Optimization exercise on an open flow, not production practice.
RTL: at most simulated, not proved equivalent.
Power: default activity.

==> flow/design.v, too long to show whole: its modules and the start of the top module <==
// module fir_ntap_stream: 4349 lines
// module fir_fa: 10 lines
// module fir_xor3: 8 lines
// module fir_xor2: 7 lines
// module fir_maj3: 8 lines
// module fir_ha_n: 9 lines
// module fir32_top: 33 lines
module fir32_top (
    input  logic        clk,
    input  logic        rst,
    input  logic        clear,
    input  logic        in_valid,
    input  logic [7:0]  xin,
    input  logic        coef_we,
    input  logic [4:0]  coef_addr,
    input  logic [7:0]  coef_data,
    output logic        out_valid,
    output logic [14:0] y,
    output logic        sat
);
  // ...
==> flow/run.sh <==
#!/bin/bash
# synth_recipe.tcl (not shown) runs the flow's synth.tcl, then flattens the netlist and writes it again
# the make line also repeats each setting of config.mk as NAME=value (left out here)
make -C /OpenROAD-flow-scripts/flow DESIGN_CONFIG=/design/flow/config.mk WORK_HOME=/design/flow/orfs CLKGATE_MAP_FILE= SYNTH_SCRIPT=/design/flow/synth_recipe.tcl finish
==> flow/config.mk <==
export PLATFORM = sky130hd
export DESIGN_NAME = fir32_top
export DESIGN_NICKNAME = fir32_top
export VERILOG_FILES = /design/flow/design.v
export SDC_FILE = /design/flow/constraint.sdc
export NUM_CORES = 4
export LEC_CHECK = 0
export CAP_MARGIN = 20
export CORE_MARGIN = 2
export CORE_UTILIZATION = 38
export SLEW_MARGIN = 70
export SYNTH_HIERARCHICAL = 1
==> flow/constraint.sdc <==
create_clock -name core_clock -period 11.0 [get_ports {clk}]
set_input_delay 2.2000 -clock core_clock [delete_from_list [all_inputs] [get_ports {clk}]]
set_output_delay 2.2000 -clock core_clock [all_outputs]
set_load 0.01 [all_outputs]
==> run notes, run 1 <==
* Setup slack after layout at 6.381 ns
* Run status: timing/DRC/antenna clean
* Most frequent cells in the layout: nand2_1 (2,059), fa_1 (1,758), dfrtp_2 (263)
* Hold path cells at 1
* DIE WIDTH at 459.1 um
* Crit path kind: flop to flop
* Area occupied by multi-input gates at 0.05922 mm2
* Final Max Slew Viols at 0
* Post-synth top area share at between 40% and 50%
* Most used cell along the critical path: maj3_2
* Syn-to-layout area delta at 8.442%
* Num CTS Buffers at between 90 and 100
* Final clock-cell share at under 10%
* CTS Root Cell: clkbuf_16
* Main flop type after synthesis: dfrtp_1
* TNS Setup at 0 ns
* Most frequent cell after synthesis: nand2_1
* Kind of cell adding the most delay to the critical path: adder cells
* RSZ-0062 raised after global routing: false
* Seq cells post-synth at 726
* Main combinational cell family by area after synthesis: adder cells
* Final Net Count at 8,115
* CP Launch Point: u_fir.m_q[92]$_DFF_P_
* Power Internal at 0.005397 W
* Gr ovfl total at 0
* Total Wirelength at ~370 mm
* Mux cell area share after synthesis at 6.918%
* CP Max Fanout at 7
* Hold-fix buffers, CTS at 0
* Worst VDD drop at 0.1279 mV
* Comb pwr at 0.00109 W
==> run 2: changes to the inputs <==
--- a/flow/config.mk
+++ b/flow/config.mk
@@ -7,6 +7,8 @@
 export LEC_CHECK = 0
 export CAP_MARGIN = 20
 export CORE_MARGIN = 2
-export CORE_UTILIZATION = 38
+export CORE_UTILIZATION = 45
+export CTS_CLUSTER_DIAMETER = 100
+export CTS_CLUSTER_SIZE = 30
 export SLEW_MARGIN = 70
 export SYNTH_HIERARCHICAL = 1
==> run 2 against run 1 <==
  * Still clean on timing, DRC and antenna
  * Wire length up 1.3%
  * Clock skew shrank 0.012 ns
  * Core utilization increased by 6.5 points
  * Synthesized area unchanged
  * Cell count shrank 5.3%
  * Fmax rose by 2.1%
  * Die area is 15% lower
  * Total power is 16% lower
  * Count of clock-buffer cells in the layout down 81
  * Sequential share of layout area up 0.56 points
  * Critical path type unchanged
  * Critical endpoint is now u_fir.m_q[170]$_DFF_P_
  * Largest cell class unchanged
==> run notes, run 2 <==
* Synth warn at 9 (unchanged)
* Hold path cells at 1 (unchanged)
* Leak Pwr at 21.50 nW (was 22.43 nW)
* FF-to-FF setup slack at 6.47 ns (was 6.38 ns)
* PwrDens at 81.16 mW/mm2 (was 94.38 mW/mm2)
* Clock-pin slew on the worst setup and hold paths at 0.11 ns (was 0.06 ns)
* Setup bufs post-CTS at 0 (unchanged)
* Pre-CTS setup slack at 6.566 ns (was 6.070 ns)
* Hold-fix buffers, CTS at 0 (unchanged)
* Crit Reg-Reg Startpoint: u_fir.x_q[26][5]$_DFFE_PN0P_ (was u_fir.m_q[92]$_DFF_P_)
* Syn-to-layout area delta at 5.735% (was 8.442%)
* Main area contributors after synthesis: fa_1 (46%), dfrtp_1 (15%), nand2_1 (9.8%) (unchanged)
* Number of cells after detailed placement at 8,477 (was 8,866)
* Row count at 153 (was 167)
* RR Endpoint: u_fir.m_q[170]$_DFF_P_ (was u_fir.r_q[14]$_DFF_P_)
* Vias at 53,650 (was 53,890)
* Initial antenna violation count at 22 (was 27)
* First-pass GRT wire length at 507.8 mm (was 503.0 mm)
* Seq cells post-synth at 726 (unchanged)
* Total power draw at 0.006755 W (was 0.008056 W)
* CTS Root Cell: clkbuf_16 (unchanged)
* Post-synth EDFFs at 0 (unchanged)
* Post-Syn Nets at 8,503 (unchanged)
* TritonCTS sink count at 726 (unchanged)
* Mapped Avg Cell Area at 11.84 um2 (unchanged)
* Clock Latency Late Sink at 0.71 ns (was 0.79 ns)
* Max-cap violations at 0 (unchanged)
* Startpoint types: flop (unchanged)
* Top Registers: u_fir.c_q: 256 flops, u_fir.x_q: 256 flops, u_fir.m_q: 195 flops (unchanged)
* Vias per Instance at 6.258 (was 5.954)
* Worst Reg-to-Reg Cells at 7 (was 13)
* Most frequent cells in the layout: nand2_1 (2,064), fa_1 (1,736), dfrtp_2 (296) (was nand2_1 (2,059), fa_1 (1,758), dfrtp_2 (263))
* Hold Vio Cnt, Final at 0 (unchanged)
* Max frequency at 221.0 MHz (was 216.5 MHz)
* Starting density of the core at 45.28% (was 38.13%)
* Hold_ws at 0.4751 ns (was 0.4621 ns)
* TNS Setup at 0 ns (unchanged)
* Fin crit share at 41.14% (was 41.99%)
* Worst-Margin Slew at 0.5400 ns (was 0.5375 ns)
* Relative slew margins at 63.96% (was 64.13%)
* TritonCTS clock tree: yes (unchanged)
* Cell Chain, Critical Path: nand2_1 > fa_1 > fa_1 > fa_1 > fa_1 > fa_1 > xor3_1 (was maj3_2 > xor3_1 > xor3_1 > maj3_2 > maj3_2 > maj3_2 > inv_1 > ha_1 > a21o_1 > a31oi_1 > a21oi_1 > a211oi_1 > xnor2_1)
* Vias in the first global route at 55,710 (was 55,990)
* # DRC at 0 (unchanged)
* Slowest stage delay, CP at 0.89 ns (was 0.61 ns)
* RSZ-0062 raised after global routing: false (unchanged)
* Ys async rst share at 70.94% (unchanged)
* Crit path arrival time at 5.04 ns (was 5.30 ns)
* CP max-delay cell: fa_1 (was xor3_1)
* Num CTS Buffers at 42 (was 93)
* Number of setup violations in the final report at 0 (unchanged)
* Main flop type after synthesis: dfrtp_1 (unchanged)
* Min Tclk post-route at 4.526 ns (was 4.619 ns)
* Seq/Total Area, Yosys at 21.79% (unchanged)
* DIE AREA at 0.1783 mm2 (was 0.2108 mm2)
* Synth Cell Area at 0.07871 mm2 (unchanged)
* Routability cong. at 1.124 (was 1.080)
* Synth cell count leaders: nand2_1 (2,065), fa_1 (1,801), clkbuf_1 (552) (unchanged)
* CP Max Fanout at 10 (was 7)
* Post-synth top area share at 45.81% (unchanged)
* DIE WIDTH at 422.2 um (was 459.1 um)
* Worst hold-check path type: flop to flop (unchanged)
* Routed len/inst at 44.08 um (was 41.21 um)
* Gr ovfl total at 0 (unchanged)
* Crit path kind: flop to flop (unchanged)
* Worst hold endpoint: u_fir.out_valid$_DFF_PN0_ (unchanged)
* CP endpoint kind: flop (unchanged)
* Final Max Slew Viols at 0 (unchanged)
* WP data required at 11.51 ns (was 11.68 ns)
* Die Ht at 422.2 um (was 459.1 um)
* CTS max path bufs at 3 (unchanged)
* Total GRT Usage at 43.00% (was 35.89%)
* Most used cell along the critical path: fa_1 (was maj3_2)
* PortBufs at 42 (unchanged)
* Cell accounting for the most synthesized area: fa_1 (unchanged)
* Run status: timing/DRC/antenna clean (unchanged)
* HPWL after DPL at 319.3 mm (was 318.1 mm)
* H-tree Lvls at 2 (was 3)
* Commonest non-fill, non-tap cell in the layout: nand2_1 (unchanged)
* Layout cells sized above 1 at 17.17% (was 17.64%)
* DR pass1 iterations at 7 (was 6)
* Total Wirelength at 377.8 mm (was 372.9 mm)
* Fin cells at 8,572 (was 9,050)
* Yosys cell types at 53 (unchanged)
* Post-Synthesis Cells at 6,646 (unchanged)
* Routed Antenna Nets at 0 (unchanged)
* Starting DRT DRC Count at 7,347 (was 7,328)
* Min-delay src: u_fir.v1_q$_DFF_PN0_ (unchanged)
* Clock skew at 0.05038 ns (was 0.06209 ns)
* Most frequent cell after synthesis: nand2_1 (unchanged)
* Worst VDD drop at 0.1406 mV (was 0.1279 mV)
* Pin count of the biggest net entering global routing at 59 (was 60)
* # IOs at 43 (unchanged)
* Setup slack after layout at 6.474 ns (was 6.381 ns)
* Core area at 0.1738 mm2 (was 0.2064 mm2)
* Post-CTS sizing at 0 (unchanged)
* Final Net Count at 8,057 (was 8,115)
==> run 2: changes by cell type in the layout (fill, tap and decap cells not counted), moves of 7 or more <==
cell / change
clkbuf_8: -16
dfrtp_2: +33
clkinv_2: -14
fa_1: -22
clkbuf_1: -11
bufinv_16: -9
fa_2: +22
dfrtp_1: -31
inv_12: +7
clkbuf_16: -54
buf_12: +10
buf_2: -7
==> run 2: cell families (layout without fill, tap and decap cells) <==
logic type / count (synthesis) / after routing / share of synthesized area [%]
simple gates: 2395 / 2395 / 11.73
mux: 512 / 512 / 6.918
buf+inv: 698 / 285 / 3.392
compound gates: 52 / 52 / 0.4340
other cells: 0 / 14 / 0
xor+xnor: 223 / 223 / 6.468
fa+ha+maj: 2040 / 2040 / 49.27
flops: 726 / 726 / 21.79
==> run 2: layer usage <==
metal | vias to the layer above | GRT usage, % | part of all wire, % | routed length (um)
li1 | 19600 | - | - | -
met4 | 12 | 28.96 | 8.6 | 32630
met5 | - | 0 | 0.015 | 56
met3 | 796 | 9.784 | 9.9 | 37360
met2 | 3649 | 62.74 | 43 | 162400
met1 | 29590 | 57.56 | 38 | 145400
==> run 2: worst max path at each step <==
stage	startpoint	to	slack, ns	cells after the start
after floorplan	u_fir.m_q[100]$_DFF_P_	u_fir.r_q[10]$_DFF_P_	7.07	14
after global placement	coef_addr[3]	u_fir.c_q[12][2]$_DFFE_PN0P_	5.81	5
after detailed placement	coef_we	u_fir.c_q[7][2]$_DFFE_PN0P_	6.57	7
after CTS	u_fir.x_q[17][4]$_DFFE_PN0P_	u_fir.m_q[80]$_DFF_P_	6.52	7
after global routing	u_fir.m_q[107]$_DFF_P_	u_fir.r_q[10]$_DFF_P_	6.36	13
final	u_fir.x_q[26][5]$_DFFE_PN0P_	u_fir.m_q[170]$_DFF_P_	6.47	7
==> run 2: worst max-delay path: cells and delay by family (launching register included) <==
| kind | cells | cell delay, ns |
|---|---|---|
| xor gates and xnor gates | 1 | 0.56 |
| adders and majority gates | 5 | 2.97 |
| DFF | 1 | 0.63 |
| and+or+nand+nor | 1 | 0.15 |
==> run 2: power by group <==
part           leakage (nW)  internal [W]  switching, W  total (W)
clock                 0.747      0.000836       0.00119    0.00202
sequential             8.05       0.00290      0.000741    0.00365
combinational          12.7      0.000526      0.000562    0.00109
total                  21.5       0.00427       0.00249    0.00675
==> run 2: through the flow <==
stage                     area (um2)  utilization, %
after detailed placement       81390           46.83
after global routing           83190           47.86
final                          83230           47.88
after floorplan                78710               -
after CTS                      82970           47.74
after global placement         79880           45.95
==> run 2: per-module statistics from Yosys (local to each module, per instance), excerpt <==
module,cells inside,times used,flip-flops and latches
fir_ha_n,5,12,0
fir_xor3,1,209,0
fir_fa,1,1801,0
fir_maj3,1,209,0
==> run 2: final cells by class <==
| class | count | area [um2] |
|---|---|---|
| Timing Repair Buffer | 119 | 1620 |
| Tap cell | 2325 | 2909 |
| Clock buffer | 51 | 1106 |
| Inverter | 89 | 334.1 |
| Antenna cell | 14 | 35.03 |
| Sequential cell | 726 | 17520 |
| Clock inverter | 26 | 475.5 |
| Fill cell | 15840 | 90590 |
| Multi-Input combinational cell | 5222 | 59220 |
==> run 3: changes to the inputs <==
--- a/flow/config.mk
+++ b/flow/config.mk
@@ -5,10 +5,9 @@
 export SDC_FILE = /design/flow/constraint.sdc
 export NUM_CORES = 4
 export LEC_CHECK = 0
+export ABC_CLOCK_PERIOD_IN_PS = 4500
 export CAP_MARGIN = 20
 export CORE_MARGIN = 2
 export CORE_UTILIZATION = 45
-export CTS_CLUSTER_DIAMETER = 100
-export CTS_CLUSTER_SIZE = 30
 export SLEW_MARGIN = 70
 export SYNTH_HIERARCHICAL = 1
==> run 3 against run 2 <==
  * Still clean
  * Via count grew 0.40%
  * Core utilization grew 0.84 points
  * Register-to-register slack worse by 0.03 ns
  * Setup slack worse by 0.027 ns
  * First-iteration DRC count rose by 0.41%
  * Global-route usage grew 0.24 points
  * Critical path depth is the same
  * Wire length up 0.26%
  * Clock skew fell by 0.014 ns
  * Cell area up 1.8%
  * Highest routed layer unchanged
==> run notes, run 3 <==
* Starting density of the core at 45.28% (unchanged)
* CP Max Fanout at 10 (unchanged)
* # DRC at 0 (unchanged)
* DR pass1 iterations at 6 (was 7)
* Ys async rst share at 70.94% (unchanged)
* Vias at 53,860 (was 53,650)
* PwrDens at 92.97 mW/mm2 (was 81.16 mW/mm2)
* PortBufs at 42 (unchanged)
* # IOs at 43 (unchanged)
* Relative slew margins at 63.07% (was 63.96%)
* Max-cap violations at 0 (unchanged)
* Final Max Slew Viols at 0 (unchanged)
* Synth cell count leaders: nand2_1 (2,065), fa_1 (1,801), clkbuf_1 (552) (unchanged)
* RR Endpoint: u_fir.m_q[183]$_DFF_P_ (was u_fir.m_q[170]$_DFF_P_)
* Pin count of the biggest net entering global routing at 59 (unchanged)
* Core area at 0.1738 mm2 (unchanged)
* Most used cell along the critical path: fa_1 (unchanged)
* Syn-to-layout area delta at 7.598% (was 5.735%)
* Worst Reg-to-Reg Cells at 7 (unchanged)
* Top Registers: u_fir.c_q: 256 flops, u_fir.x_q: 256 flops, u_fir.m_q: 195 flops (unchanged)
* Initial antenna violation count at 24 (was 22)
* CP Launch Point: u_fir.x_q[26][5]$_DFFE_PN0P_ (unchanged)
* Mapped Avg Cell Area at 11.84 um2 (unchanged)
* Post-Synthesis Cells at 6,646 (unchanged)
* Yosys cell types at 53 (unchanged)
* Post-synth top area share at 45.81% (unchanged)
* CP Buf/Inv Count at 0 (unchanged)
* Crit Reg-Reg Startpoint: u_fir.x_q[26][5]$_DFFE_PN0P_ (unchanged)
* CP endpoint: u_fir.m_q[183]$_DFF_P_ (was u_fir.m_q[170]$_DFF_P_)
* TritonCTS clock tree: yes (unchanged)
* Setup bufs post-CTS at 0 (unchanged)
* Hold_ws at 0.4561 ns (was 0.4751 ns)
* Post-CTS sizing at 0 (unchanged)
* Cell accounting for the most synthesized area: fa_1 (unchanged)
* Worst path depth at 7 (unchanged)
* Slowest stage delay, CP at 0.80 ns (was 0.89 ns)
* Min Tclk post-route at 4.552 ns (was 4.526 ns)
* Post-synth EDFFs at 0 (unchanged)
* Most frequent cells in the layout: nand2_1 (2,064), fa_1 (1,733), dfrtp_2 (290) (was nand2_1 (2,064), fa_1 (1,736), dfrtp_2 (296))
* Layout cells sized above 1 at 18.03% (was 17.17%)
* Synth warn at 9 (unchanged)
* CP max-delay cell: fa_1 (unchanged)
* Routed len/inst at 43.76 um (was 44.08 um)
* Final Net Count at 8,105 (was 8,057)
* TritonCTS sink count at 726 (unchanged)
* First-pass GRT wire length at 509.9 mm (was 507.8 mm)
* CTS max path bufs at 3 (unchanged)
* WP data required at 11.59 ns (was 11.51 ns)
* H-tree Lvls at 3 (was 2)
* Worst hold-check path type: flop to flop (unchanged)
* Pre-CTS setup slack at 6.566 ns (unchanged)
* Num CTS Buffers at 88 (was 42)
* Clock skew at 0.03612 ns (was 0.05038 ns)
* Vias in the first global route at 56,150 (was 55,710)
* Number of setup violations in the final report at 0 (unchanged)
* CP endpoint kind: flop (unchanged)
* Synth Cell Area at 0.07871 mm2 (unchanged)
* Main area contributors after synthesis: fa_1 (46%), dfrtp_1 (15%), nand2_1 (9.8%) (unchanged)
* Row count at 153 (unchanged)
* Seq cells post-synth at 726 (unchanged)
* Worst VDD drop at 0.1306 mV (was 0.1406 mV)
* Worst-Margin Slew at 0.5534 ns (was 0.5400 ns)
* Hold-fix buffers, CTS at 0 (unchanged)
* Routability cong. at 1.124 (unchanged)
* Vias per Instance at 6.223 (was 6.258)
* Most frequent cell after synthesis: nand2_1 (unchanged)
* HPWL after DPL at 319.3 mm (unchanged)
* Cell Chain, Critical Path: nand2_1 > fa_1 > fa_1 > fa_1 > fa_1 > fa_1 > fa_1 (was nand2_1 > fa_1 > fa_1 > fa_1 > fa_1 > fa_1 > xor3_1)
* Number of cells after detailed placement at 8,477 (unchanged)
* Die Ht at 422.2 um (unchanged)
* CTS Root Cell: clkbuf_16 (unchanged)
* Seq/Total Area, Yosys at 21.79% (unchanged)
* Crit path kind: flop to flop (unchanged)
* Leak Pwr at 22.26 nW (was 21.50 nW)
* Gr ovfl total at 0 (unchanged)
* Setup slack after layout at 6.448 ns (was 6.474 ns)
* Startpoint types: flop (unchanged)
* Clock-pin slew on the worst setup and hold paths at 0.06 ns (was 0.11 ns)
* TNS Setup at 0 ns (unchanged)
* Fin crit share at 41.38% (was 41.14%)
* RSZ-0062 raised after global routing: false (unchanged)
* FF-to-FF setup slack at 6.45 ns (was 6.47 ns)
* Fin util at 48.72% (was 47.88%)
* Run status: timing/DRC/antenna clean (unchanged)
* Main flop type after synthesis: dfrtp_1 (unchanged)
* Total Wirelength at 378.8 mm (was 377.8 mm)
* Commonest non-fill, non-tap cell in the layout: nand2_1 (unchanged)
* DIE WIDTH at 422.2 um (unchanged)
* DIE AREA at 0.1783 mm2 (unchanged)
* Post-Syn Nets at 8,503 (unchanged)
* Total GRT Usage at 43.23% (was 43.00%)
* Fin cells at 8,656 (was 8,572)
* Max frequency at 219.7 MHz (was 221.0 MHz)
* Crit path arrival time at 5.14 ns (was 5.04 ns)
* Kind of cell adding the most delay to the critical path: adder cells (unchanged)
* Clock Latency Late Sink at 0.77 ns (was 0.71 ns)
* Starting DRT DRC Count at 7,377 (was 7,347)
* Routed Antenna Nets at 0 (unchanged)
* Hold Vio Cnt, Final at 0 (unchanged)
## run 3: metrics by stage
step / total power (W) / area (um2)
4_1_cts: 0.007868 / 84450
3_3_place_gp: 0.004665 / 79880
3_5_place_dp: 0.004726 / 81390
2_1_floorplan: 0.004044 / 78710
6_report: 0.007874 / 84690
5_1_grt: 0.008085 / 84680
## run 3: kinds of logic (layout without fill, tap and decap cells)
logic type                 after synthesis  after routing  share of synthesized area, %
and+or+nand+nor                       2395           2395                         11.73
adders and majority gates             2040           2040                         49.27
xor gates and xnor gates               223            223                         6.468
AOI/OAI and AO/OA                       52             52                        0.4340
muxes                                  512            512                         6.918
buffers and inverters                  698            375                         3.392
other                                    0              8                             0
DFF                                    726            726                         21.79
## run 3: per-module statistics from Yosys (local to each module, per instance), excerpt
module	flip-flops and latches	cell area, um2	cells inside	copies in the design
fir_ha_n	0	27.53	5	12
fir_fa	0	20.02	1	1801
fir_xor3	0	23.77	1	209
fir_maj3	0	11.26	1	209
## run 3: how the worst min path moves through the flow
| stage | cells past startpoint | end | startpoint | slack, ns |
|---|---|---|---|---|
| after floorplan | 1 | u_fir.out_valid$_DFF_PN0_ | u_fir.v1_q$_DFF_PN0_ | 0.44 |
| after global placement | 1 | u_fir.v1_q$_DFF_PN0_ | u_fir.v0_q$_DFF_PN0_ | 0.45 |
| after detailed placement | 1 | u_fir.v1_q$_DFF_PN0_ | u_fir.v0_q$_DFF_PN0_ | 0.45 |
| after CTS | 1 | u_fir.out_valid$_DFF_PN0_ | u_fir.v1_q$_DFF_PN0_ | 0.46 |
| after global routing | 1 | u_fir.out_valid$_DFF_PN0_ | u_fir.v1_q$_DFF_PN0_ | 0.49 |
| final | 1 | u_fir.out_valid$_DFF_PN0_ | u_fir.v1_q$_DFF_PN0_ | 0.46 |
## run 3: cell type report
type                            instances  area, um2
Antenna cell                            8      20.02
Clock buffer                          126       2529
Clock inverter                         39      524.3
Fill cell                           15690      89130
Inverter                               89      334.1
Multi-Input combinational cell       5222      59230
Sequential cell                       726      17520
Tap cell                             2325       2909
Timing Repair Buffer                  121       1633
## run 3: worst register-to-register path: stages, from the launching register on
cell     delay, ns
dfrtp_1       0.61
nand2_1       0.16
fa_1          0.55
fa_1          0.57
fa_1          0.74
fa_1          0.49
fa_1          0.47
fa_1          0.80
## run 3: metal layers
| metal | share of wire, % | global-route usage, % |
|---|---|---|
| met2 | 43 | 63.22 |
| met4 | 8.5 | 28.37 |
| met1 | 38 | 57.22 |
| met3 | 11 | 11.08 |
| met5 | 0.020 | 0 |
## run 3: where the power goes
group	switching [W]	leakage [nW]	total, W	internal, W
sequential	0.000739	8.06	0.00365	0.00291
combinational	0.000566	12.7	0.00109	0.000526
clock	0.00131	1.49	0.00313	0.00183
total	0.00261	22.3	0.00787	0.00526
==> run 4: changes to the inputs <==
--- a/flow/config.mk
+++ b/flow/config.mk
@@ -5,7 +5,6 @@
 export SDC_FILE = /design/flow/constraint.sdc
 export NUM_CORES = 4
 export LEC_CHECK = 0
-export ABC_CLOCK_PERIOD_IN_PS = 4500
 export CAP_MARGIN = 20
 export CORE_MARGIN = 2
 export CORE_UTILIZATION = 45
==> run 4 against run 3 <==
  * Critical path depth unchanged
  * Global-route usage unchanged
  * Sequential share of layout area unchanged
  * Cell count unchanged
  * Count of clock-buffer cells in the layout unchanged
  * Die area unchanged
  * Register-to-register slack about the same
  * Sequential cell count unchanged
  * Synthesized area unchanged
  * Total power unchanged
  * Via count unchanged
  * Combinational power about the same
  * Critical path type unchanged
  * Highest routed layer unchanged
==> run notes, run 4 <==
* Run status: timing/DRC/antenna clean (unchanged)
* Pin count of the biggest net entering global routing at 59 (unchanged)
* Post-route cell area at 0.08469 mm2 (unchanged)
* Min-delay src: u_fir.v1_q$_DFF_PN0_ (unchanged)
* Layout cells sized above 1 at 18.03% (unchanged)
* Clock-pin slew on the worst setup and hold paths at 0.06 ns (about the same)
* TritonCTS sink count at 726 (unchanged)
* FF-to-FF setup slack at 6.45 ns (about the same)
* Top Registers: u_fir.c_q: 256 flops, u_fir.x_q: 256 flops, u_fir.m_q: 195 flops (unchanged)
* Initial antenna violation count at 24 (unchanged)
* Hold-fix buffers, CTS at 0 (unchanged)
* CTS max path bufs at 3 (unchanged)
* Post-CTS sizing at 0 (unchanged)
* Routed len/inst at 43.76 um (unchanged)
* Fin util at 48.72% (unchanged)
* Worst hold endpoint: u_fir.out_valid$_DFF_PN0_ (unchanged)
* Synth Cell Area at 0.07871 mm2 (unchanged)
* Cell accounting for the most synthesized area: fa_1 (unchanged)
* Fin crit share at 41.38% (unchanged)
* PortBufs at 42 (unchanged)
* Worst hold-check path type: flop to flop (unchanged)
* Num CTS Buffers at 88 (unchanged)
* Synth cell count leaders: nand2_1 (2,065), fa_1 (1,801), clkbuf_1 (552) (unchanged)
* Crit path kind: flop to flop (unchanged)
* Row count at 153 (unchanged)
* Total GRT Usage at 43.23% (unchanged)
* # DRC at 0 (unchanged)
* Yosys cell types at 53 (unchanged)
* Final Net Count at 8,105 (unchanged)
* WP data required at 11.59 ns (about the same)
* Ys async rst share at 70.94% (unchanged)
* Post-Synthesis Cells at 6,646 (unchanged)
* Vias at 53,860 (unchanged)
* Min Tclk post-route at 4.552 ns (unchanged)
* Syn-to-layout area delta at 7.598% (unchanged)
* Worst Reg-to-Reg Cells at 7 (unchanged)
* PwrDens at 92.97 mW/mm2 (unchanged)
* Crit path arrival time at 5.14 ns (about the same)
* DIE AREA at 0.1783 mm2 (unchanged)
* Mapped Avg Cell Area at 11.84 um2 (unchanged)
* Starting DRT DRC Count at 7,377 (unchanged)
* Max-cap violations at 0 (unchanged)
* H-tree Lvls at 3 (unchanged)
* RSZ-0062 raised after global routing: false (unchanged)
* Total Wirelength at 378.8 mm (unchanged)
* Post-synth EDFFs at 0 (unchanged)
* Routed Antenna Nets at 0 (unchanged)
* Synth warn at 9 (unchanged)
* Max frequency at 219.7 MHz (unchanged)
* Seq/Total Area, Yosys at 21.79% (unchanged)
* HPWL after DPL at 319.3 mm (unchanged)
* Setup bufs post-CTS at 0 (unchanged)
* Worst-Margin Slew at 0.5534 ns (unchanged)
* TNS Setup at 0 ns (unchanged)
* DR pass1 iterations at 6 (unchanged)
* DIE WIDTH at 422.2 um (unchanged)
* RR Endpoint: u_fir.m_q[183]$_DFF_P_ (unchanged)
* Post-place instance area at 0.08139 mm2 (unchanged)
* Relative slew margins at 63.07% (unchanged)
* TritonCTS clock tree: yes (unchanged)
* CP endpoint kind: flop (unchanged)
* CTS Root Cell: clkbuf_16 (unchanged)
* Starting density of the core at 45.28% (unchanged)
* Number of cells after detailed placement at 8,477 (unchanged)
* Hold path cells at 1 (unchanged)
* Number of setup violations in the final report at 0 (unchanged)
* Clock Latency Late Sink at 0.77 ns (about the same)
* Fin cells at 8,656 (unchanged)
* Register Area at 0.01752 mm2 (unchanged)
* # IOs at 43 (unchanged)
* Routability cong. at 1.124 (unchanged)
* Post-synth top area share at 45.81% (unchanged)
* Hold Vio Cnt, Final at 0 (unchanged)
* Post-Syn Nets at 8,503 (unchanged)
* Main flop type after synthesis: dfrtp_1 (unchanged)
* Die Ht at 422.2 um (unchanged)
* Area occupied by multi-input gates at 0.05923 mm2 (unchanged)
* First-pass GRT wire length at 509.9 mm (unchanged)
* Commonest non-fill, non-tap cell in the layout: nand2_1 (unchanged)
* Crit Reg-Reg Startpoint: u_fir.x_q[26][5]$_DFFE_PN0P_ (unchanged)
* Most frequent cells in the layout: nand2_1 (2,064), fa_1 (1,733), dfrtp_2 (290) (unchanged)
* CP Max Fanout at 10 (unchanged)
* Worst VDD drop at 0.1306 mV (unchanged)
* Main area contributors after synthesis: fa_1 (46%), dfrtp_1 (15%), nand2_1 (9.8%) (unchanged)
* Most frequent cell after synthesis: nand2_1 (unchanged)
* Core area at 0.1738 mm2 (unchanged)
* Seq cells post-synth at 726 (unchanged)
* Fill cells at 15,690 (unchanged)
* Vias per Instance at 6.223 (unchanged)
* Total power draw at 0.007874 W (unchanged)
* Gr ovfl total at 0 (unchanged)
* Leak Pwr at 22.26 nW (unchanged)
* Clock skew at 0.03612 ns (unchanged)
* Final Max Slew Viols at 0 (unchanged)
* Startpoint types: flop (unchanged)
* Vias in the first global route at 56,150 (unchanged)
## run 4: cell counts in the layout (fill, tap and decap cells not counted)
No cell type changed its count.
## run 4: per-module statistics from Yosys (local to each module, per instance), excerpt
| module | cell area [um2] | flops+latches |
|---|---|---|
| fir_maj3 | 11.26 | 0 |
| fir_xor3 | 23.77 | 0 |
| fir_fa | 20.02 | 0 |
| fir_ha_n | 27.53 | 0 |
## run 4: final cells by class
type	instances	area share, %
antenna	8	0.02364
clock buffer	126	2.986
clock inverter	39	0.6190
inverter	89	0.3944
multi-input combinational	5222	69.93
sequential	726	20.68
tap	2325	3.435
timing repair buffer	121	1.928
## run 4: how the worst max path moves through the flow
stage / cells past startpoint / to / start / slack [ns]
2_1_floorplan: 14 / u_fir.r_q[10]$_DFF_P_ / u_fir.m_q[100]$_DFF_P_ / 7.07
3_3_place_gp: 5 / u_fir.c_q[12][2]$_DFFE_PN0P_ / coef_addr[3] / 5.81
3_5_place_dp: 7 / u_fir.c_q[7][2]$_DFFE_PN0P_ / coef_we / 6.57
4_1_cts: 13 / u_fir.r_q[10]$_DFF_P_ / u_fir.m_q[106]$_DFF_P_ / 6.53
5_1_grt: 13 / u_fir.r_q[10]$_DFF_P_ / u_fir.m_q[107]$_DFF_P_ / 6.35
6_report: 7 / u_fir.m_q[183]$_DFF_P_ / u_fir.x_q[26][5]$_DFFE_PN0P_ / 6.45
## run 4: metrics by stage
stage	worst slack (ns)	hold slack (ns)
after CTS	6.535	0.4571
final	6.448	0.4561
after floorplan	7.073	0.4385
after detailed placement	6.566	0.4533
after global routing	6.346	0.4904
after global placement	5.810	0.4524
## run 4: report_power, final
part	total [W]	internal, W	switching (W)
Sequential	0.00365	0.00291	0.000739
Combinational	0.00109	0.000526	0.000566
Clock	0.00313	0.00183	0.00131
Total	0.00787	0.00526	0.00261
## run 4: kinds of logic after synthesis
kind of cell,share of synthesized area (%)
AO/OA/AOI/OAI,0.4340
XOR/XNOR,6.468
adder cells (fa/ha/maj),49.27
buffers and inverters,3.392
flip-flops,21.79
multiplexers,6.918
AND/OR/NAND/NOR,11.73
## run 4: worst max-delay path, stage by stage, from the launching register on
cell and delay [ns]:
dfrtp_1 0.61, nand2_1 0.15, fa_1 0.55, fa_1 0.57, fa_1 0.74, fa_1 0.48, fa_1 0.47, fa_1 0.80
## run 4: per-layer routing
metal / part of all wire (%) / up-vias / track usage [%]
met5: 0.020 / - / 0
met4: 8.5 / 12 / 28.37
met3: 11 / 857 / 11.08
met2: 43 / 3735 / 63.22
met1: 38 / 29500 / 57.22
li1: - / 19760 / -
==> run 5: changes to the inputs <==
--- a/flow/config.mk
+++ b/flow/config.mk
@@ -8,5 +8,7 @@
 export CAP_MARGIN = 20
 export CORE_MARGIN = 2
 export CORE_UTILIZATION = 45
-export SLEW_MARGIN = 70
+export CTS_CLUSTER_DIAMETER = 80
+export CTS_CLUSTER_SIZE = 24
+export SLEW_MARGIN = 50
 export SYNTH_HIERARCHICAL = 1
==> run 5 against run 4 <==
  * Critical path type unchanged
  * Count of clock-buffer cells in the layout decreased by 62
  * Highest routed layer unchanged
  * Combinational power down 4%
  * Worst hold slack improved by 0.012 ns
  * Largest power group unchanged
  * Still clean on timing, DRC and antenna
  * Clock power decreased by 21%
==> run notes, run 5 <==
* Clock Latency Late Sink at 0.78 ns (was 0.77 ns)
* Die Ht at 422.2 um (unchanged)
* DIE WIDTH at 422.2 um (unchanged)
* TNS Setup at 0 ns (unchanged)
* Min Tclk post-route at 4.686 ns (was 4.552 ns)
* Crit path kind: flop to flop (unchanged)
* Main flop type after synthesis: dfrtp_1 (unchanged)
* Core area at 0.1738 mm2 (unchanged)
* Startpoint types: flop (unchanged)
* Synth Cell Area at 0.07871 mm2 (unchanged)
* Total GRT Usage at 43.08% (was 43.23%)
* Pin count of the biggest net entering global routing at 93 (was 59)
* DIE AREA at 0.1783 mm2 (unchanged)
* Gate power share at 14.7% (was 13.9%)
* Final Max Slew Viols at 0 (unchanged)
* Cell Chain, Critical Path: nand2_1 > fa_1 > fa_1 > fa_1 > fa_1 > fa_1 > xor3_1 (was nand2_1 > fa_1 > fa_1 > fa_1 > fa_1 > fa_1 > fa_1)
* WP data required at 11.66 ns (was 11.59 ns)
* Ys async rst share at 70.94% (unchanged)
* Most used cell along the critical path: fa_1 (unchanged)
* # DRC at 0 (unchanged)
* Routability cong. at 1.124 (unchanged)
* Seq/Total Area, Yosys at 21.79% (unchanged)
* Flop pwr share at 50.7% (was 46.3%)
* Post-Synthesis Cells at 6,646 (unchanged)
* Gr ovfl total at 0 (unchanged)
* Worst VDD drop at 0.1555 mV (was 0.1306 mV)
* RSZ-0062 raised after global routing: false (unchanged)
* Slowest stage delay, CP at 0.89 ns (was 0.80 ns)
* Register Area at 0.01716 mm2 (was 0.01752 mm2)
* Row count at 153 (unchanged)
* Crit Reg-Reg Startpoint: u_fir.x_q[1][2]$_DFFE_PN0P_ (was u_fir.x_q[26][5]$_DFFE_PN0P_)
* PortBufs at 42 (unchanged)
* DR pass1 iterations at 6 (unchanged)
* Syn-to-layout area delta at 4.823% (was 7.598%)
* Commonest non-fill, non-tap cell in the layout: nand2_1 (unchanged)
* CP Max Fanout at 10 (unchanged)
* HPWL after DPL at 315.0 mm (was 319.3 mm)
* Top Registers: u_fir.c_q: 256 flops, u_fir.x_q: 256 flops, u_fir.m_q: 195 flops (unchanged)
* Final Net Count at 8,027 (was 8,105)
* Leak Pwr at 21.81 nW (was 22.26 nW)
* CTS Root Cell: clkbuf_16 (unchanged)
* Hold-fix buffers, CTS at 0 (unchanged)
* CP endpoint: u_fir.m_q[69]$_DFF_P_ (was u_fir.m_q[183]$_DFF_P_)
* Relative slew margins at 44.51% (was 63.07%)
* Synth cell count leaders: nand2_1 (2,065), fa_1 (1,801), clkbuf_1 (552) (unchanged)
* Hold Vio Cnt, Final at 0 (unchanged)
* CP endpoint kind: flop (unchanged)
* Initial antenna violation count at 29 (was 24)
* Routed len/inst at 44.14 um (was 43.76 um)
* Most frequent cell after synthesis: nand2_1 (unchanged)
* Setup bufs post-CTS at 0 (unchanged)
* Post-place instance area at 0.08020 mm2 (was 0.08139 mm2)
* Post-route cell area at 0.08251 mm2 (was 0.08469 mm2)
* Most frequent cells in the layout: nand2_1 (2,065), fa_1 (1,799), dfrtp_1 (474) (was nand2_1 (2,064), fa_1 (1,733), dfrtp_2 (290))
* Total Wirelength at 378.0 mm (was 378.8 mm)
* Post-Syn Nets at 8,503 (unchanged)
* Power Internal at 0.004520 W (was 0.005263 W)
* Cell accounting for the most synthesized area: fa_1 (unchanged)
* Yosys cell types at 53 (unchanged)
* Starting DRT DRC Count at 7,063 (was 7,377)
* Vias per Instance at 6.256 (was 6.223)
* PwrDens at 86.87 mW/mm2 (was 92.97 mW/mm2)
* Post-synth EDFFs at 0 (unchanged)
* Run status: timing/DRC/antenna clean (unchanged)
* RR Endpoint: u_fir.m_q[69]$_DFF_P_ (was u_fir.m_q[183]$_DFF_P_)
* FF-to-FF setup slack at 6.31 ns (was 6.45 ns)
* Crit path arrival time at 5.34 ns (was 5.14 ns)
* CP Launch Point: u_fir.x_q[1][2]$_DFFE_PN0P_ (was u_fir.x_q[26][5]$_DFFE_PN0P_)
* Post-CTS sizing at 0 (unchanged)
* Clock-pin slew on the worst setup and hold paths at 0.09 ns (was 0.06 ns)
* Worst hold-check path type: flop to flop (unchanged)
* Starting density of the core at 45.28% (unchanged)
* Seq cells post-synth at 726 (unchanged)
* Fill cells at 15,930 (was 15,690)
* # IOs at 43 (unchanged)
* First-pass GRT wire length at 508.0 mm (was 509.9 mm)
* Layout cells sized above 1 at 11.24% (was 18.03%)
* Vias in the first global route at 55,590 (was 56,150)
* Worst Reg-to-Reg Cells at 7 (unchanged)
* TritonCTS sink count at 726 (unchanged)
* Post-synth top area share at 45.81% (unchanged)
* Area occupied by multi-input gates at 0.05894 mm2 (was 0.05923 mm2)
* Routed Antenna Nets at 0 (unchanged)
* H-tree Lvls at 2 (was 3)
* Number of setup violations in the final report at 0 (unchanged)
* CTS max path bufs at 3 (unchanged)
* Synth warn at 9 (unchanged)
* Main area contributors after synthesis: fa_1 (46%), dfrtp_1 (15%), nand2_1 (9.8%) (unchanged)
* Mapped Avg Cell Area at 11.84 um2 (unchanged)
* Clock skew at 0.03994 ns (was 0.03612 ns)
* Max frequency at 213.4 MHz (was 219.7 MHz)
* Num CTS Buffers at 58 (was 88)
* CP max-delay cell: dfrtp_1 (was fa_1)
* Fin crit share at 42.60% (was 41.38%)
* Clock share of power at 34.6% (was 39.8%)
* TritonCTS clock tree: yes (unchanged)
* P_sw at 0.002647 W (was 0.002610 W)
* Sw Share at 36.93% (was 33.15%)
* Max-cap violations at 0 (unchanged)
* Vias at 53,570 (was 53,860)
* Worst-Margin Slew at 0.8323 ns (was 0.5534 ns)
run 5: layout make-up:
cell class	count	area share (%)
antenna	18	0.05459
clock buffer	64	1.812
clock inverter	46	0.8507
inverter	89	0.4049
multi-input combinational	5222	71.44
sequential	726	20.80
tap	2325	3.526
timing repair buffer	73	1.115
run 5: per-layer routing:
layer  routed length, um  up-vias  GRT usage [%]  part of all wire [%]
met5                 153        -              0                 0.040
met4               34720       22          30.87                   9.2
met3               40610      924          11.32                    11
met2              160500     3610          62.10                    42
met1              142100    29410          56.57                    38
li1                    -    19610              -                     -
run 5: power by group through the flow:
stage	logic [W]	registers [W]	clock network, W
final	0.00105	0.00364	0.00248
after floorplan	0.00105	0.00300	0
after global placement	0.00100	0.00366	0
after CTS	0.00104	0.00360	0.00253
after detailed placement	0.00103	0.00366	0
after global routing	0.00110	0.00365	0.00261
run 5: cells by family after synthesis:
logic type	after synthesis	share of synthesized area [%]
simple gates	2395	11.73
xor+xnor	223	6.468
compound gates	52	0.4340
fa+ha+maj	2040	49.27
mux	512	6.918
buf+inv	698	3.392
flops	726	21.79
run 5: Yosys stat by module (local to each module, per instance), excerpt:
module    times used  area [um2]  cells inside  flip-flops and latches
fir_maj3         209       11.26             1                       0
fir_fa          1801       20.02             1                       0
fir_ha_n          12       27.53             5                       0
fir_xor3         209       23.77             1                       0
run 5: worst min path at each step:
stage	from	to	slack [ns]	cells past startpoint
finish	u_fir.v1_q$_DFF_PN0_	u_fir.out_valid$_DFF_PN0_	0.47	1
global route	u_fir.v1_q$_DFF_PN0_	u_fir.out_valid$_DFF_PN0_	0.51	1
CTS	u_fir.v0_q$_DFF_PN0_	u_fir.v1_q$_DFF_PN0_	0.47	1
detailed placement	u_fir.v0_q$_DFF_PN0_	u_fir.v1_q$_DFF_PN0_	0.45	1
global placement	u_fir.v0_q$_DFF_PN0_	u_fir.v1_q$_DFF_PN0_	0.45	1
floorplan	u_fir.v1_q$_DFF_PN0_	u_fir.out_valid$_DFF_PN0_	0.44	1
run 5: critical path, delay by kind of cell, from the launching register on:
family / cells / cell delay (ns)
XOR/XNOR: 1 / 0.41
flip-flops: 1 / 0.89
AND/OR/NAND/NOR: 1 / 0.18
adder cells (fa/ha/maj): 5 / 3.08
run 5: metrics by stage:
stage               hold slack [ns]  std cells  worst slack (ns)  total power [W]  utilization (%)
finish                       0.4684       8563             6.314         0.007167            47.47
global route                 0.5087       8549             6.401         0.007362            47.45
CTS                          0.4739       8543             6.442         0.007175            47.40
detailed placement           0.4533       8433             6.011         0.004686            46.14
global placement             0.4524       8421             5.810         0.004665            45.95
floorplan                    0.4385       6646             7.073         0.004044                -
==> run 6: changes to the inputs <==
--- a/flow/config.mk
+++ b/flow/config.mk
@@ -7,8 +7,8 @@
 export LEC_CHECK = 0
 export CAP_MARGIN = 20
 export CORE_MARGIN = 2
-export CORE_UTILIZATION = 45
+export CORE_UTILIZATION = 50
 export CTS_CLUSTER_DIAMETER = 80
 export CTS_CLUSTER_SIZE = 24
-export SLEW_MARGIN = 50
+export SLEW_MARGIN = 70
 export SYNTH_HIERARCHICAL = 1
==> run 6 against run 5 <==
  * Still clean
  * Total power grew 3.6%
  * Die area is 9.9% lower
  * Synthesized area unchanged
  * Register-to-register slack better by 0.08 ns
  * Wire length down 1.8%
  * First-iteration DRC count up 4.5%
  * Critical endpoint is now u_fir.m_q[86]$_DFF_P_
  * Largest power group unchanged
==> run notes, run 6 <==
* Run status: timing/DRC/antenna clean (unchanged)
* CP Max Fanout at 9 (was 10)
* DIE WIDTH at 400.8 um (was 422.2 um)
* HPWL after DPL at 314.8 mm (was 315.0 mm)
* Power Internal at 0.004752 W (was 0.004520 W)
* Hold-fix buffers, CTS at 0 (unchanged)
* Main area contributors after synthesis: fa_1 (46%), dfrtp_1 (15%), nand2_1 (9.8%) (unchanged)
* H-tree Lvls at 3 (was 2)
* Total Wirelength at 371.4 mm (was 378.0 mm)
* Vias at 54,030 (was 53,570)
* TritonCTS clock tree: yes (unchanged)
* Clock skew at 0.05072 ns (was 0.03994 ns)
* CP endpoint: u_fir.m_q[86]$_DFF_P_ (was u_fir.m_q[69]$_DFF_P_)
* Most frequent cell after synthesis: nand2_1 (unchanged)
* Sw Share at 35.98% (was 36.93%)
* Cell Chain, Critical Path: nand2_1 > fa_1 > fa_1 > fa_1 > fa_1 > fa_1 > xor3_1 (unchanged)
* Final Max Slew Viols at 0 (unchanged)
* Syn-to-layout area delta at 6.451% (was 4.823%)
* Leak Pwr at 22.00 nW (was 21.81 nW)
* Synth Cell Area at 0.07871 mm2 (unchanged)
* Die Ht at 400.8 um (was 422.2 um)
* Cell accounting for the most synthesized area: fa_1 (unchanged)
* CP endpoint kind: flop (unchanged)
* TNS Setup at 0 ns (unchanged)
* Crit path kind: flop to flop (unchanged)
* Starting DRT DRC Count at 7,378 (was 7,063)
* Final Net Count at 8,074 (was 8,027)
* Post-CTS sizing at 0 (unchanged)
* Routed len/inst at 44.55 um (was 44.14 um)
* Startpoint types: flop (unchanged)
* Max-cap violations at 0 (unchanged)
* Row count at 145 (was 153)
* CTS Root Cell: clkbuf_16 (unchanged)
* # IOs at 43 (unchanged)
* Mapped Avg Cell Area at 11.84 um2 (unchanged)
* PortBufs at 42 (unchanged)
* Worst VDD drop at 0.1713 mV (was 0.1555 mV)
* Post-synth EDFFs at 0 (unchanged)
* Setup bufs post-CTS at 0 (unchanged)
* First-pass GRT wire length at 503.5 mm (was 508.0 mm)
* Yosys cell types at 53 (unchanged)
* CP Launch Point: u_fir.c_q[13][0]$_DFFE_PN1P_ (was u_fir.x_q[1][2]$_DFFE_PN0P_)
* Seq cells post-synth at 726 (unchanged)
* Vias in the first global route at 55,970 (was 55,590)
* Most frequent cells in the layout: nand2_1 (2,059), fa_1 (1,727), dfrtp_2 (274) (was nand2_1 (2,065), fa_1 (1,799), dfrtp_1 (474))
* Most used cell along the critical path: fa_1 (unchanged)
* Num CTS Buffers at 66 (was 58)
* Gate power share at 14.4% (was 14.7%)
* Crit Reg-Reg Startpoint: u_fir.c_q[13][0]$_DFFE_PN1P_ (was u_fir.x_q[1][2]$_DFFE_PN0P_)
* Routability cong. at 1.120 (was 1.124)
* Top Registers: u_fir.c_q: 256 flops, u_fir.x_q: 256 flops, u_fir.m_q: 195 flops (unchanged)
* Flop pwr share at 48.9% (was 50.7%)
* Slowest stage delay, CP at 0.89 ns (about the same)
* Min Tclk post-route at 4.605 ns (was 4.686 ns)
* Initial antenna violation count at 35 (was 29)
* DR pass1 iterations at 8 (was 6)
* Core area at 0.1562 mm2 (was 0.1738 mm2)
* Hold Vio Cnt, Final at 0 (unchanged)
* Worst Reg-to-Reg Cells at 7 (unchanged)
* Main flop type after synthesis: dfrtp_1 (unchanged)
* Relative slew margins at 63.09% (was 44.51%)
* Starting density of the core at 50.39% (was 45.28%)
* WP data required at 11.57 ns (was 11.66 ns)
* Crit path arrival time at 5.17 ns (was 5.34 ns)
* Clock Latency Late Sink at 0.72 ns (was 0.78 ns)
* Post-synth top area share at 45.81% (unchanged)
* Total GRT Usage at 47.34% (was 43.08%)
* Clock-pin slew on the worst setup and hold paths at 0.09 ns (about the same)
* Worst hold-check path type: flop to flop (unchanged)
* Fin crit share at 41.86% (was 42.60%)
* CP max-delay cell: fa_1 (was dfrtp_1)
* DIE AREA at 0.1606 mm2 (was 0.1783 mm2)
* Routed Antenna Nets at 0 (unchanged)
* Number of setup violations in the final report at 0 (unchanged)
* TritonCTS sink count at 726 (unchanged)
* RSZ-0062 raised after global routing: false (unchanged)
* RR Endpoint: u_fir.m_q[86]$_DFF_P_ (was u_fir.m_q[69]$_DFF_P_)
* Synth warn at 9 (unchanged)
* Max frequency at 217.2 MHz (was 213.4 MHz)
* Clock share of power at 36.7% (was 34.6%)
* Ys async rst share at 70.94% (unchanged)
* CTS max path bufs at 3 (unchanged)
* Hold_ws at 0.4743 ns (was 0.4684 ns)
* P_sw at 0.002671 W (was 0.002647 W)
* FF-to-FF setup slack at 6.40 ns (was 6.31 ns)
* Post-Syn Nets at 8,503 (unchanged)
* Layout cells sized above 1 at 17.72% (was 11.24%)
* Worst-Margin Slew at 0.5530 ns (was 0.8323 ns)
* Vias per Instance at 6.481 (was 6.256)
* Post-Synthesis Cells at 6,646 (unchanged)
* Commonest non-fill, non-tap cell in the layout: nand2_1 (unchanged)
* Synth cell count leaders: nand2_1 (2,065), fa_1 (1,801), clkbuf_1 (552) (unchanged)
* PwrDens at 88.59 mW/mm2 (was 86.87 mW/mm2)
* # DRC at 0 (unchanged)
* Pin count of the biggest net entering global routing at 51 (was 93)
* Gr ovfl total at 0 (unchanged)
* Seq/Total Area, Yosys at 21.79% (unchanged)
## run 6: cell count changes in the layout (fill, tap and decap cells not counted), sizes merged, moves of 3 or more
cell | before | now
buf | 42 | 81
diode | 18 | 9
clkdlybuf4s50 | 31 | 28
clkbuf | 64 | 76
## run 6: modules after synthesis (local to each module, per instance), a selection
module    area (um2)  cells inside  times used
fir_maj3       11.26             1         209
fir_fa         20.02             1        1801
fir_ha_n       27.53             5          12
fir_xor3       23.77             1         209
## run 6: worst min path at each step
| stage | to | slack [ns] | from | cells after the start |
|---|---|---|---|---|
| 6_report | u_fir.out_valid$_DFF_PN0_ | 0.47 | u_fir.v1_q$_DFF_PN0_ | 1 |
| 5_1_grt | u_fir.out_valid$_DFF_PN0_ | 0.49 | u_fir.v1_q$_DFF_PN0_ | 1 |
| 4_1_cts | u_fir.out_valid$_DFF_PN0_ | 0.48 | u_fir.v1_q$_DFF_PN0_ | 1 |
| 3_5_place_dp | u_fir.out_valid$_DFF_PN0_ | 0.46 | u_fir.v1_q$_DFF_PN0_ | 1 |
| 3_3_place_gp | u_fir.out_valid$_DFF_PN0_ | 0.45 | u_fir.v1_q$_DFF_PN0_ | 1 |
| 2_1_floorplan | u_fir.out_valid$_DFF_PN0_ | 0.44 | u_fir.v1_q$_DFF_PN0_ | 1 |
## run 6: routing by layer
metal / routed length (um) / up-vias / global-route usage, % / part of all wire (%)
li1: - / 19690 / - / -
met1: 135500 / 29270 / 61.91 / 36
met2: 149400 / 4090 / 64.50 / 40
met3: 48230 / 947 / 16.22 / 13
met4: 38100 / 30 / 37.01 / 10
met5: 178 / - / 0 / 0.048
## run 6: kinds of logic (layout without fill, tap and decap cells)
| family | after synthesis | after routing | share of synthesized area (%) |
|---|---|---|---|
| simple gates | 2395 | 2395 | 11.73 |
| fa+ha+maj | 2040 | 2040 | 49.27 |
| flops | 726 | 726 | 21.79 |
| buf+inv | 698 | 321 | 3.392 |
| mux | 512 | 512 | 6.918 |
| xor+xnor | 223 | 223 | 6.468 |
| compound gates | 52 | 52 | 0.4340 |
| other cells | 0 | 9 | 0 |
## run 6: area by class of cell
cell class              count  area (um2)
fillers                 13550       72420
inverters                  89       334.1
diodes                      9       22.52
well taps                2058        2575
clock buffers              74        1755
clock inverters            46       726.9
flip-flops and latches    726       17500
repair buffers            112        1605
multi-input cells        5222       59270
## run 6: metrics by stage
step           setup slack [ns]  utilization [%]  cells  power [W]  instance area, um2
2_1_floorplan             7.073                -   6646   0.004044               78710
3_5_place_dp              6.401            51.89   8202   0.004679               81060
6_report                  6.395            53.64   8336   0.007423               83790
5_1_grt                   6.432            53.63   8327   0.007622               83770
4_1_cts                   6.449            53.48   8322   0.007396               83540
3_3_place_gp              5.882            50.90   8149   0.004614               79510
## run 6: critical path: cells and delay by family (launching register included)
family,cells,cell delay [ns]
fa+ha+maj,5,3.03
flops,1,0.67
simple gates,1,0.11
xor+xnor,1,0.65
## run 6: power groups by stage
stage	logic (W)	clock network [W]	registers (W)
after floorplan	0.00105	0	0.00300
after global placement	0.000977	0	0.00364
after detailed placement	0.00104	0	0.00364
after CTS	0.00105	0.00277	0.00358
after global routing	0.00113	0.00285	0.00364
final	0.00107	0.00272	0.00363
==> run 7: changes to the inputs <==
--- a/flow/config.mk
+++ b/flow/config.mk
@@ -7,8 +7,9 @@
 export LEC_CHECK = 0
 export CAP_MARGIN = 20
 export CORE_MARGIN = 2
-export CORE_UTILIZATION = 50
+export CORE_UTILIZATION = 45
 export CTS_CLUSTER_DIAMETER = 80
 export CTS_CLUSTER_SIZE = 24
+export GPL_ROUTABILITY_DRIVEN = 0
 export SLEW_MARGIN = 70
 export SYNTH_HIERARCHICAL = 1
==> run 7 against run 6 <==
  * Still clean on timing, DRC and antenna
  * Die area grew 11%
  * Sequential power is essentially flat
  * Combinational power is essentially flat
  * Via count grew 0.22%
  * Critical path depth is the same
  * Synthesized cell count is the same
  * Non-clock buffer count shrank 2
==> run notes, run 7 <==
* Setup bufs post-CTS at 0 (unchanged)
* Die Ht at 422.2 um (was 400.8 um)
* Post-Synthesis Cells at 6,646 (unchanged)
* Post-synth EDFFs at 0 (unchanged)
* TNS Setup at 0 ns (unchanged)
* Top Registers: u_fir.c_q: 256 flops, u_fir.x_q: 256 flops, u_fir.m_q: 195 flops (unchanged)
* Worst hold-check path type: flop to flop (unchanged)
* Seq cells post-synth at 726 (unchanged)
* Gr ovfl total at 0 (unchanged)
* Slowest stage delay, CP at 1.08 ns (was 0.89 ns)
* Routed Antenna Nets at 0 (unchanged)
* Cell accounting for the most synthesized area: fa_1 (unchanged)
* Main area contributors after synthesis: fa_1 (46%), dfrtp_1 (15%), nand2_1 (9.8%) (unchanged)
* Crit path kind: flop to flop (unchanged)
* Row count at 153 (was 145)
* Max-cap violations at 0 (unchanged)
* CP Buf/Inv Count at 0 (unchanged)
* Clock-pin slew on the worst setup and hold paths at 0.09 ns (about the same)
* Initial antenna violation count at 26 (was 35)
* Post-place instance area at 0.08107 mm2 (was 0.08106 mm2)
* Run status: timing/DRC/antenna clean (unchanged)
* Cell Chain, Critical Path: nand2_1 > fa_1 > fa_1 > fa_1 > fa_4 > fa_1 > maj3_2 (was nand2_1 > fa_1 > fa_1 > fa_1 > fa_1 > fa_1 > xor3_1)
* DIE WIDTH at 422.2 um (was 400.8 um)
* Hold path cells at 1 (unchanged)
* Fin crit share at 41.52% (was 41.86%)
* CP Max Fanout at 9 (unchanged)
* Synth Cell Area at 0.07871 mm2 (unchanged)
* WP data required at 11.62 ns (was 11.57 ns)
* Vias in the first global route at 55,640 (was 55,970)
* RR Endpoint: u_fir.m_q[104]$_DFF_P_ (was u_fir.m_q[86]$_DFF_P_)
* First-pass GRT wire length at 457.8 mm (was 503.5 mm)
* Hold-fix buffers, CTS at 0 (unchanged)
* HPWL after DPL at 273.0 mm (was 314.8 mm)
* DR pass1 iterations at 9 (was 8)
* Min Tclk post-route at 4.567 ns (was 4.605 ns)
* CP endpoint kind: flop (unchanged)
* Main flop type after synthesis: dfrtp_1 (unchanged)
* Crit Reg-Reg Startpoint: u_fir.c_q[14][7]$_DFFE_PN0P_ (was u_fir.c_q[13][0]$_DFFE_PN1P_)
* Commonest non-fill, non-tap cell in the layout: nand2_1 (unchanged)
* Post-route cell area at 0.08338 mm2 (was 0.08379 mm2)
* Min-delay src: u_fir.v1_q$_DFF_PN0_ (unchanged)
* TritonCTS sink count at 726 (unchanged)
* Fill cells at 15,660 (was 13,550)
* CTS Root Cell: clkbuf_16 (unchanged)
* PortBufs at 42 (unchanged)
* Worst VDD drop at 0.1064 mV (was 0.1713 mV)
* Worst-Margin Slew at 0.5440 ns (was 0.5530 ns)
* RSZ-0062 raised after global routing: false (unchanged)
* Pin count of the biggest net entering global routing at 68 (was 51)
* TritonCTS clock tree: yes (unchanged)
* Num CTS Buffers at 54 (was 66)
* Worst hold endpoint: u_fir.out_valid$_DFF_PN0_ (unchanged)
* CP max-delay cell: fa_4 (was fa_1)
* Hold Vio Cnt, Final at 0 (unchanged)
* Yosys cell types at 53 (unchanged)
* Vias per Instance at 6.306 (was 6.481)
* Clock skew at 0.06183 ns (was 0.05072 ns)
* Kind of cell adding the most delay to the critical path: adder cells (unchanged)
* H-tree Lvls at 2 (was 3)
* Synth warn at 9 (unchanged)
* Final Net Count at 8,060 (was 8,074)
* Max frequency at 218.9 MHz (was 217.2 MHz)
* Most frequent cells in the layout: nand2_1 (2,063), fa_1 (1,728), nor2_1 (260) (was nand2_1 (2,059), fa_1 (1,727), dfrtp_2 (274))
* Most frequent cell after synthesis: nand2_1 (unchanged)
* Seq/Total Area, Yosys at 21.79% (unchanged)
* Startpoint types: flop (unchanged)
* FF-to-FF setup slack at 6.43 ns (was 6.40 ns)
* PwrDens at 83.71 mW/mm2 (was 88.59 mW/mm2)
* Relative slew margins at 63.63% (was 63.09%)
* Starting density of the core at 45.28% (was 50.39%)
* Syn-to-layout area delta at 5.931% (was 6.451%)
* Layout cells sized above 1 at 16.91% (was 17.72%)
* Final Max Slew Viols at 0 (unchanged)
* CTS max path bufs at 3 (unchanged)
* # IOs at 43 (unchanged)
* Leak Pwr at 21.69 nW (was 22.00 nW)
* Most used cell along the critical path: fa_1 (unchanged)
* DIE AREA at 0.1783 mm2 (was 0.1606 mm2)
* Worst Reg-to-Reg Cells at 7 (unchanged)
* Synth cell count leaders: nand2_1 (2,065), fa_1 (1,801), clkbuf_1 (552) (unchanged)
* Post-CTS sizing at 0 (unchanged)
* # DRC at 0 (unchanged)
* Number of setup violations in the final report at 0 (unchanged)
* Core area at 0.1738 mm2 (was 0.1562 mm2)
* Mapped Avg Cell Area at 11.84 um2 (unchanged)
* Vias at 54,150 (was 54,030)
* Total Wirelength at 331.3 mm (was 371.4 mm)
* Total GRT Usage at 37.67% (was 47.34%)
* Clock Latency Late Sink at 0.74 ns (was 0.72 ns)
* Routed len/inst at 38.58 um (was 44.55 um)
* Ys async rst share at 70.94% (unchanged)
* Post-synth top area share at 45.81% (unchanged)
* Post-Syn Nets at 8,503 (unchanged)
* Starting DRT DRC Count at 8,467 (was 7,378)
* Crit path arrival time at 5.19 ns (was 5.17 ns)
run 7: cell types whose count changed in the layout (fill, tap and decap cells not counted), sizes merged:
cell / delta
diode: +3
bufinv: -1
inv: -6
clkdlybuf4s15: +1
clkbuf: -14
clkdlybuf4s50: -1
clkinv: +1
buf: -1
clkinvlp: +1
run 7: per-module statistics from Yosys, one instance, submodules excluded, a selection:
module,flip-flops and latches,area (um2),copies in the design
fir_fa,0,20.02,1801
fir_xor3,0,23.77,209
fir_maj3,0,11.26,209
fir_ha_n,0,27.53,12
run 7: worst max-delay path by stage:
| stage | slack, ns | depth (start not counted) | startpoint | to |
|---|---|---|---|---|
| after floorplan | 7.07 | 14 | u_fir.m_q[100]$_DFF_P_ | u_fir.r_q[10]$_DFF_P_ |
| after global placement | 5.86 | 4 | coef_addr[1] | u_fir.c_q[6][2]$_DFFE_PN0P_ |
| after detailed placement | 6.48 | 5 | coef_addr[2] | u_fir.c_q[19][5]$_DFFE_PN0P_ |
| after CTS | 6.56 | 7 | u_fir.x_q[15][6]$_DFFE_PN0P_ | u_fir.m_q[69]$_DFF_P_ |
| after global routing | 6.39 | 7 | u_fir.c_q[14][7]$_DFFE_PN0P_ | u_fir.m_q[104]$_DFF_P_ |
| final | 6.43 | 7 | u_fir.c_q[14][7]$_DFFE_PN0P_ | u_fir.m_q[104]$_DFF_P_ |
run 7: area by class of cell:
type / instances / area, um2 / share of cell area, %
multi-input combinational: 5222 / 59230 / 71.03
timing repair buffer: 110 / 1411 / 1.693
clock buffer: 61 / 1378 / 1.652
antenna: 12 / 30.03 / 0.03601
clock inverter: 41 / 618.1 / 0.7413
inverter: 89 / 334.1 / 0.4007
tap: 2325 / 2909 / 3.489
sequential: 726 / 17470 / 20.95
run 7: logic make-up after synthesis:
logic type | after synthesis | share of synthesized area, %
fa+ha+maj | 2040 | 49.27
simple gates | 2395 | 11.73
compound gates | 52 | 0.4340
buf+inv | 698 | 3.392
flops | 726 | 21.79
xor+xnor | 223 | 6.468
mux | 512 | 6.918
run 7: through the flow:
step | utilization, % | hold slack, ns | std cells | setup WS, ns | power [W]
global route | 47.96 | 0.5157 | 8576 | 6.392 | 0.007159
floorplan | - | 0.4385 | 6646 | 7.073 | 0.004044
CTS | 47.79 | 0.4763 | 8570 | 6.561 | 0.006927
global placement | 45.93 | 0.4547 | 8423 | 5.861 | 0.004576
detailed placement | 46.64 | 0.4568 | 8468 | 6.480 | 0.004635
finish | 47.97 | 0.4744 | 8586 | 6.433 | 0.006980
run 7: routing by layer:
| metal | up-vias | wire (um) | global-route usage, % |
|---|---|---|---|
| li1 | 19660 | - | - |
| met1 | 28450 | 109500 | 44.64 |
| met2 | 4831 | 128200 | 50.08 |
| met3 | 1179 | 57510 | 21.18 |
| met4 | 28 | 35240 | 29.01 |
| met5 | - | 799 | 1.344 |
run 7: where the power goes:
group / switching [W] / internal, W
combinational: 0.000542 / 0.000520
clock: 0.00128 / 0.00103
sequential: 0.000712 / 0.00290
total: 0.00253 / 0.00445
==> run 8: changes to the inputs <==
--- a/flow/config.mk
+++ b/flow/config.mk
@@ -10,6 +10,5 @@
 export CORE_UTILIZATION = 45
 export CTS_CLUSTER_DIAMETER = 80
 export CTS_CLUSTER_SIZE = 24
-export GPL_ROUTABILITY_DRIVEN = 0
 export SLEW_MARGIN = 70
 export SYNTH_HIERARCHICAL = 1
==> run 8 against run 7 <==
  * Still clean
  * Count of clock-buffer cells in the layout increased by 3
  * First-iteration DRC count fell by 13%
  * Setup slack gained 0.041 ns
  * Worst hold slack lost 0.0037 ns
  * Combinational power barely moved
  * Synthesized cell count unchanged
  * Synthesized area is the same
  * Core utilization is 0.23 points higher
  * Die area unchanged
  * Critical path depth unchanged
  * Largest cell class unchanged
  * Largest power group unchanged
  * Highest routed layer unchanged
==> run notes, run 8 <==
* Run status: timing/DRC/antenna clean (unchanged)
* Total GRT Usage at 43.06% (was 37.67%)
* Main area contributors after synthesis: fa_1 (46%), dfrtp_1 (15%), nand2_1 (9.8%) (unchanged)
* Post-Synthesis Cells at 6,646 (unchanged)
* Area occupied by multi-input gates at 0.05924 mm2 (was 0.05923 mm2)
* TritonCTS sink count at 726 (unchanged)
* Clock-pin slew on the worst setup and hold paths at 0.10 ns (was 0.09 ns)
* Startpoint types: flop (unchanged)
* FF-to-FF setup slack at 6.47 ns (was 6.43 ns)
* Fin cells at 8,602 (was 8,586)
* # IOs at 43 (unchanged)
* Gate power share at 15.2% (about the same)
* WP data required at 11.60 ns (was 11.62 ns)
* Vias at 53,610 (was 54,150)
* Slowest stage delay, CP at 0.73 ns (was 1.08 ns)
* H-tree Lvls at 2 (unchanged)
* Crit path kind: flop to flop (unchanged)
* Hold-fix buffers, CTS at 0 (unchanged)
* Sw Share at 36.58% (was 36.26%)
* Core area at 0.1738 mm2 (unchanged)
* HPWL after DPL at 319.3 mm (was 273.0 mm)
* Initial antenna violation count at 32 (was 26)
* Starting density of the core at 45.28% (unchanged)
* Worst-Margin Slew at 0.5364 ns (was 0.5440 ns)
* P_sw at 0.002615 W (was 0.002531 W)
* Syn-to-layout area delta at 6.430% (was 5.931%)
* GR Util met2 at 63.03% (was 50.08%)
* Fin crit share at 41.15% (was 41.52%)
* Row count at 153 (unchanged)
* Clock share of power at 33.8% (was 33.0%)
* Synth Cell Area at 0.07871 mm2 (unchanged)
* Number of cells after detailed placement at 8,477 (was 8,468)
* Clock Latency Late Sink at 0.77 ns (was 0.74 ns)
* Min Tclk post-route at 4.526 ns (was 4.567 ns)
* Worst Reg-to-Reg Cells at 7 (unchanged)
* Number of setup violations in the final report at 0 (unchanged)
* Routability cong. at 1.124
* Relative slew margins at 64.20% (was 63.63%)
* Layout cells sized above 1 at 17.61% (was 16.91%)
* Post-Syn Nets at 8,503 (unchanged)
* CTS Root Cell: clkbuf_16 (unchanged)
* Clock skew at 0.04684 ns (was 0.06183 ns)
* Routed len/inst at 43.93 um (was 38.58 um)
* TNS Setup at 0 ns (unchanged)
* Hold Vio Cnt, Final at 0 (unchanged)
* Crit path arrival time at 5.12 ns (was 5.19 ns)
* Final Max Slew Viols at 0 (unchanged)
* Seq/Total Area, Yosys at 21.79% (unchanged)
* Worst VDD drop at 0.1439 mV (was 0.1064 mV)
* Synth cell count leaders: nand2_1 (2,065), fa_1 (1,801), clkbuf_1 (552) (unchanged)
* Min-delay src: u_fir.v1_q$_DFF_PN0_ (unchanged)
* Register Area at 0.01752 mm2 (was 0.01747 mm2)
* Cell Chain, Critical Path: nand2_1 > fa_1 > fa_1 > fa_1 > fa_1 > fa_1 > xor3_1 (was nand2_1 > fa_1 > fa_1 > fa_1 > fa_4 > fa_1 > maj3_2)
* Vias per Instance at 6.232 (was 6.306)
* Num CTS Buffers at 56 (was 54)
* GR peak layer: met2 (unchanged)
* First-pass GRT wire length at 508.6 mm (was 457.8 mm)
* Yosys cell types at 53 (unchanged)
* TritonCTS clock tree: yes (unchanged)
* Worst hold endpoint: u_fir.out_valid$_DFF_PN0_ (unchanged)
* Top Registers: u_fir.c_q: 256 flops, u_fir.x_q: 256 flops, u_fir.m_q: 195 flops (unchanged)
* Gr ovfl total at 0 (unchanged)
* Routed Antenna Nets at 0 (unchanged)
* Flop pwr share at 51.0% (was 51.8%)
* # DRC at 0 (unchanged)
* Worst hold-check path type: flop to flop (unchanged)
* Fill cells at 15,790 (was 15,660)
* Fin util at 48.20% (was 47.97%)
* DR pass1 iterations at 5 (was 9)
* Most frequent cell after synthesis: nand2_1 (unchanged)
* Pin count of the biggest net entering global routing at 59 (was 68)
run 8: power groups by stage:
stage	sequential [W]	combinational, W	clock [W]
detailed placement	0.00366	0.00106	0
floorplan	0.00300	0.00105	0
finish	0.00364	0.00109	0.00242
global placement	0.00366	0.00100	0
CTS	0.00361	0.00107	0.00247
global route	0.00366	0.00114	0.00255
run 8: worst max-delay path by stage:
stage	slack, ns	depth (start not counted)	from	end
4_1_cts	6.57	13	u_fir.m_q[106]$_DFF_P_	u_fir.r_q[10]$_DFF_P_
2_1_floorplan	7.07	14	u_fir.m_q[100]$_DFF_P_	u_fir.r_q[10]$_DFF_P_
3_3_place_gp	5.81	5	coef_addr[3]	u_fir.c_q[12][2]$_DFFE_PN0P_
3_5_place_dp	6.57	7	coef_we	u_fir.c_q[7][2]$_DFFE_PN0P_
5_1_grt	6.40	13	u_fir.m_q[107]$_DFF_P_	u_fir.r_q[10]$_DFF_P_
6_report	6.47	7	u_fir.c_q[10][0]$_DFFE_PN1P_	u_fir.m_q[15]$_DFF_P_
run 8: logic make-up after synthesis:
| group | Yosys count | share of synthesized area, % |
|---|---|---|
| AO/OA/AOI/OAI | 52 | 0.4340 |
| flip-flops | 726 | 21.79 |
| multiplexers | 512 | 6.918 |
| buffers and inverters | 698 | 3.392 |
| adder cells (fa/ha/maj) | 2040 | 49.27 |
| XOR/XNOR | 223 | 6.468 |
| AND/OR/NAND/NOR | 2395 | 11.73 |
run 8: worst max-delay path: cells and delay by family (launching register included):
kind,cells,cell delay (ns)
flip-flops,1,0.72
XOR/XNOR,1,0.73
AND/OR/NAND/NOR,1,0.12
adder cells (fa/ha/maj),5,2.78
run 8: per-layer routing:
metal | wire length [um] | part of all wire, %
met5 | 82 | 0.022
met4 | 32330 | 8.6
met3 | 40040 | 11
met2 | 162800 | 43
met1 | 142700 | 38
run 8: layout make-up:
cell class,instances,area share (%)
Multi-Input combinational cell,5222,70.71
Antenna cell,15,0.04481
Timing Repair Buffer,119,1.924
Inverter,89,0.3988
Clock inverter,42,0.7662
Tap cell,2325,3.472
Sequential cell,726,20.91
Clock buffer,64,1.771
run 8: stage by stage:
stage / hold slack, ns / setup slack (ns) / area [um2]
3_5_place_dp: 0.4533 / 6.566 / 81390
3_3_place_gp: 0.4524 / 5.810 / 79880
5_1_grt: 0.5117 / 6.399 / 83740
6_report: 0.4707 / 6.474 / 83770
4_1_cts: 0.4762 / 6.566 / 83520
2_1_floorplan: 0.4385 / 7.073 / 78710
run 8: per-module statistics from Yosys (local to each module, per instance), excerpt:
module	cells	times used	flip-flops and latches
fir_fa	1	1801	0
fir_maj3	1	209	0
fir_xor3	1	209	0
fir_ha_n	5	12	0
